From an optimization exercise on the open Yosys and OpenROAD flow, aimed at small area; shortcuts taken in it are not production practice. The RTL was checked by simulation tests, not by an equivalence proof against the original design.

== the reference run ==
==> flow/design.v (excerpt) <==
module synth_unit (
    input  logic clk_i,
    input  logic rst_n_i,
    input  logic reg_write_i,
    input  logic [11:0] reg_write_addr_i,
    input  logic [31:0] reg_write_data_i,
    input  logic [3:0] reg_write_strobe_i,
    input  logic reg_read_i,
    input  logic [11:0] reg_read_addr_i,
    output logic [31:0] read_data_o,
    output logic [15:0] sample_o,
    output logic sample_valid_o,
    input  logic sample_ready_i
);
==> flow/config.mk <==
export PLATFORM = sky130hd
export DESIGN_NAME = synth_unit
export DESIGN_NICKNAME = synth_unit
export VERILOG_FILES = /design/flow/design.v
export SDC_FILE = /design/flow/constraint.sdc
export NUM_CORES = 4
export LEC_CHECK = 0
export ABC_AREA = 1
export CAP_MARGIN = 5
export CORE_MARGIN = 2
export CORE_UTILIZATION = 60
export CTS_CLUSTER_DIAMETER = 130
export CTS_CLUSTER_SIZE = 24
export PLACE_DENSITY = 0.75
export SLEW_MARGIN = 5
==> flow/constraint.sdc <==
create_clock -name core_clock -period 13.0 [get_ports {clk_i}]
set_input_delay 2.6000 -clock core_clock [delete_from_list [all_inputs] [get_ports {clk_i}]]
set_output_delay 2.6000 -clock core_clock [all_outputs]
set_load 0.01 [all_outputs]
standard.sh (not shown) runs the stock make flow with config.mk's settings and CLKGATE_MAP_FILE= SYNTH_SCRIPT=/design/flow/synth_recipe.tcl, a recipe that flattens the netlist after the stock synthesis.
==> flow/flow/run.sh <==
#!/bin/bash
# Own layout flow: the standard flow (standard.sh) with these changes:
# - synthesis: Yosys's synth runs with -noabc, so its quick generic ABC pass
#   does not restructure the RTL's full-adder trees before extract_fa maps them
#   to adder cells; and the final ABC mapping uses ABC's area-oriented mapper
#   (amap) in place of map. Registers, names and flattening are the standard
#   flow's.
# - placement buffers every input and output port with the smallest buffer,
#   sky130_fd_sc_hd__buf_1, instead of the one buffer_ports picks itself.
# Everything else (floorplan, power grid, taps, CTS, routing) is standard.
# make's full output goes to flow_synth.log and flow_make.log here; ORFS's
# per-step logs stay under orfs/logs.
set -euo pipefail
work=$(pwd)
sed 's/yosys synth -nofsm -noshare /yosys synth -nofsm -noshare -noabc /' synth_recipe.tcl > flow_synth.tcl
grep -q -- '-noabc' flow_synth.tcl
sed 's#synth_recipe\.tcl#flow_synth.tcl#g' standard.sh > flow_standard.sh
grep -q 'flow_synth\.tcl' flow_standard.sh
# ORFS's scripts with the area ABC script changed; only synthesis reads it.
rm -rf flow_scripts
cp -r "$FLOW_HOME/scripts" flow_scripts
printf 'strash\ndch\namap\ntopo\nstime -c\nbuffer -c\nupsize -c\ndnsize -c\n' > flow_scripts/abc_area.script
bash flow_standard.sh "SCRIPTS_DIR=$work/flow_scripts" synth > flow_synth.log 2>&1
grep -q 'flow_scripts/abc_area.script' orfs/logs/*/synth_unit/base/1_2_yosys.log
bash flow_standard.sh "BUFFER_PORTS_ARGS=-buffer_cell sky130_fd_sc_hd__buf_1" finish > flow_make.log 2>&1
test -s out/final.def
Changes in the trial run relative to the reference run:
==> flow/config.mk <==
export PLATFORM = sky130hd
export DESIGN_NAME = synth_unit
export DESIGN_NICKNAME = synth_unit
export VERILOG_FILES = /design/flow/design.v
export SDC_FILE = /design/flow/constraint.sdc
export NUM_CORES = 4
export LEC_CHECK = 0
export ABC_AREA = 1
export CAP_MARGIN = 20
export CORE_MARGIN = 2
export CORE_UTILIZATION = 40
export CTS_CLUSTER_DIAMETER = 150
export CTS_CLUSTER_SIZE = 20
export PLACE_DENSITY = 0.6
export SLEW_MARGIN = 20
### Flow results
- [compare] base=the reference run new=the trial run: clock distribution area overhead in the final layout +0.43 points, met3 track demand over resource in global routing -5.9 points.
- Summary — share of cell area taken by flip-flops and latches, the trial run relative to the reference run: lower, by 0.58 points.
- Count of clock-buffer cells in the layout was lower in the run labelled the reference run.
- Higher wire length was reported by the trial run, not the reference run.
- | clock tree skew after final layout | the trial run vs the reference run | worse |
- Summary of the comparison: post-detailed-route wirelength per cell is lower in the trial run, relative to the reference run.


Starting RTL as in the previous note.
clock: 13.0 ns
lec_check: 0
abc_area: 1
cap_margin: 5
core_margin: 2
core_utilization: 40
cts_cluster_diameter: 130
cts_cluster_size: 24
place_density: 0.6
slew_margin: 5
Scripts as last shown in full above: flow/flow/run.sh
Edit:
CTS_CLUSTER_DIAMETER = 150   (was 130)
CTS_CLUSTER_SIZE = 20   (was 24)
Routed wire length is about the same.
Utilization grows by 0.11 points.
Register-to-register slack stays flat.
Worst hold slack stays flat.
Synthesized area stays the same.
Worst setup slack improves by 0.0062 ns.

==> afterwards: timing with drivers on the ports <==
In the flow no input, the clock included, has a driving cell. The finished layouts below were timed again as built, in two steps.
Step 1: set_driving_cell puts a clkbuf_16 on clk_i and a buf_2 on each other input, an assumption about the parent block.
Step 2 moves the port delays by t, midway between the first and last clock arrival at a register: inputs arrive t later, outputs are due t later. That takes back most of the time a late clock gives input paths.
Three values: no drivers, after step 1, after step 2; two values: the first two.
run | t, ns | setup slack, ns | worst setup path after step 2
the reference run | 0.655 | 0.764 / 0.764 / 0.764 | register to register
the trial run | 0.680 | 0.914 / 0.914 / 0.914 | register to register
the first run of note 2 | 0.702 | 0.895 / 0.895 / 0.895 | register to register
the second run of note 2 | 0.701 | 0.901 / 0.901 / 0.901 | register to register
After both steps setup and hold are still met in every run listed.
